Source: an optimization exercise on an open RTL-to-GDS flow (aim: small area). Production flows keep margins and buffers that such runs may drop. Function was checked by simulation only, so behaviour that the tests miss may differ from the original. Power is estimated from default activity; no workload was simulated.

Setup of P:
==> flow/design.v (excerpt) <==
module snn_spi_top (
    input  wire logic                SCK,
    input  wire logic                RST_async,
    input  wire logic                MOSI,
    output wire logic                MISO,
    output wire logic [11:0]         cfg_top,
    output wire logic [49:0]         cfg_ctrl,
    output wire logic [187:0]        cfg_net,
    output wire logic [57:0]         mem_req,
    input  wire logic [31:0]         mem_rdata
);
For scale: about 810 cells after synthesis, about 340 I/O pins, roughly 13000 µm² of cells after synthesis.
==> flow/config.mk <==
export PLATFORM = sky130hd
export DESIGN_NAME = snn_spi_top
export DESIGN_NICKNAME = snn_spi_top
export VERILOG_FILES = /design/flow/design.v
export SDC_FILE = /design/flow/constraint.sdc
export NUM_CORES = 4
export LEC_CHECK = 0
export CAP_MARGIN = 20
export CORE_MARGIN = 2
export CORE_UTILIZATION = 65
export SLEW_MARGIN = 20
==> flow/constraint.sdc <==
create_clock -name core_clock -period 5.0 [get_ports {SCK}]
set_input_delay 1.0000 -clock core_clock [delete_from_list [all_inputs] [get_ports {SCK}]]
set_output_delay 1.0000 -clock core_clock [all_outputs]
set_load 0.01 [all_outputs]
standard.sh (not shown) runs the stock make flow with config.mk's settings and CLKGATE_MAP_FILE= SYNTH_SCRIPT=/design/flow/synth_recipe.tcl, a recipe that flattens the netlist after the stock synthesis.
==> flow/flow/run.sh <==
#!/bin/bash
# The standard ORFS layout with three changes that only affect area:
#  - synthesis maps the combinational logic with an area-oriented ABC script
#    (registers are mapped before ABC runs, so they are the standard ones);
#  - the smallest buffer on the ports;
#  - a clock tree of fewer, larger sink clusters and no dummy loads.
set -euo pipefail
here=$(pwd)
{
  cat <<TCL
proc abc {args} {
  set i [lsearch -exact \$args -script]
  if {\$i >= 0} { lset args [expr {\$i + 1}] $here/flow/abc_area_map.script }
  yosys abc {*}\$args
}
TCL
  cat synth_recipe.tcl
} > flow_synth.tcl
bash standard.sh \
  "SYNTH_SCRIPT=$here/flow_synth.tcl" \
  "BUFFER_PORTS_ARGS=-buffer_cell sky130_fd_sc_hd__buf_1" \
  "CTS_ARGS=-sink_clustering_enable -repair_clock_nets -dont_use_dummy_load -sink_clustering_size 10 -sink_clustering_max_diameter 40 -buf_list {sky130_fd_sc_hd__clkbuf_4}" \
  finish > make_finish.log 2>&1
==> flow/flow/abc_area_map.script <==
strash
dch
map -a
topo
stime -c
Edits applied to the flow inputs when going from P to Q:
--- a/flow/design.v
+++ b/flow/design.v
@@ -75,43 +75,42 @@
     output wire logic [49:0]         cfg_ctrl,
     output wire logic [187:0]        cfg_net,
     output wire logic [57:0]         mem_req,
     input  wire logic [31:0]         mem_rdata
 );
     logic [31:0] sr;
     logic [4:0]  bit_cnt;
     logic        pend;       
     logic        mvalid;     
-    logic        sq;         
     logic        pq;         
     logic        rq;         
     logic [31:0] d_zero;     
     logic [31:0] d_one;      
     assign d_zero = sr & ~{32{RST_async}};
     assign d_one  = sr |  {32{RST_async}};
     logic [4:0]  tgt_oh;     
     logic        read_any;
     always_ff @(posedge SCK) begin
         if (read_any) sr <= mem_rdata;
         else          sr <= {sr[30:0], MOSI};
     end
     always_ff @(posedge SCK) begin
         if (RST_async) begin
             bit_cnt <= '0;
             pend    <= 1'b0;
         end else begin
-            bit_cnt <= {bit_cnt[3:0], bit_cnt[4] ^ bit_cnt[2] ^ (bit_cnt[3:0] == 4'd0)};
-            pend    <= (bit_cnt == 5'd16);
+            bit_cnt <= bit_cnt ^ {&bit_cnt[3:0], &bit_cnt[2:0], &bit_cnt[1:0], bit_cnt[0], 1'b1};
+            pend    <= (bit_cnt == 5'd31);
         end
     end
     always_ff @(posedge SCK) begin
         if (RST_async)              mvalid <= 1'b0;
-        else if (bit_cnt == 5'd1)   mvalid <= read_any;    
+        else if (bit_cnt == 5'd1)   mvalid <= read_any;
     end
     assign MISO = sr[31] & mvalid;
     logic [11:0] rem;        
     logic        f_rd;
     logic [2:0]  f_tgt;
     logic [15:0] ac;         
     logic [15:0] ac_d;
     logic        ld_cmd;
     logic        ac_inc;
@@ -150,37 +149,37 @@
     logic       ev_wr;
     logic       ev_rd;
     assign ev_tgt     = in_cmd ? sr[30:28] : f_tgt;
     assign ev_tgt_mem = (ev_tgt != 3'd0) && (ev_tgt < 3'd6);
     assign ev_wr = pend && !in_cmd && !f_rd;
     assign ev_rd = pend && (in_cmd ? (sr[31] && (sr[27:16] != 12'd0))
                                    : (f_rd && (rem != 12'd1)));
     always_ff @(posedge SCK) begin
         if (RST_async) begin
-            sq <= 1'b0;
+            pq <= 1'b0;
+            rq <= 1'b0;
         end else begin
-            sq <= ev_wr || ev_rd;
+            pq <= ev_wr;
+            rq <= ev_rd;
         end
     end
     logic [15:0] maddr;
     logic [31:0] mdata;
     always_comb begin
         case (f_tgt)
             3'd1:    tgt_oh = 5'b00001;
             3'd2:    tgt_oh = 5'b00010;
             3'd3:    tgt_oh = 5'b00100;
             3'd4:    tgt_oh = 5'b01000;
             3'd5:    tgt_oh = 5'b10000;
             default: tgt_oh = 5'b00000;
         endcase
     end
-    assign pq       = sq && !f_rd;
-    assign rq       = sq && f_rd;
     assign read_any = rq && (|tgt_oh);
     always_ff @(posedge SCK) begin
         if (RST_async || ((ev_wr || ev_rd) && ev_tgt_mem))
             maddr <= ac_d & ~{16{RST_async}};
     end
     always_ff @(posedge SCK) begin
         if (RST_async || (ev_wr && ev_tgt_mem)) mdata <= d_zero;
     end
     assign mem_req = {tgt_oh & {5{pq}}, tgt_oh & {5{rq}}, maddr, mdata};
Launching element of the worst setup path = rem[6]: Q; launching element of the worst setup path = rem[8]: P
The post-synthesis sequential element count was comparable across P and Q.
On maximum cell stage delay along the critical path, P tracks Q almost exactly.
Power consumption, Q vs P: down slightly
Summary: with P as the reference, number of fill cells in Q moved up by a few percent.
On Q: clock network fraction of design power is 0.7 points higher than what P gave.
Q: met1 track utilization from global routing lower than P

==> afterwards: timing with drivers on the ports <==
In the flow no input, the clock included, has a driving cell. The finished layouts below were timed again as built, in two steps.
Step 1, drivers: a clkbuf_16 drives SCK and a buf_2 each remaining input, both assumed.
Step 2 also shifts input and output timing later by t, the mid clock arrival at the registers, as if the neighbouring blocks saw the same clock.
Slacks: no drivers / after step 1 / after step 2; pairs: no drivers / after step 1.
| run | t, ns | setup slack, ns | worst setup path at the end | clock arrival spread, ns |
|---|---|---|---|---|
| P | 0.678 | 0.381 / 0.381 / 0.381 | register to register | 0.065 / 0.066 |
| Q | 0.669 | 0.385 / 0.385 / 0.385 | register to register | 0.039 / 0.039 |
After both steps setup and hold are still met in every run listed.
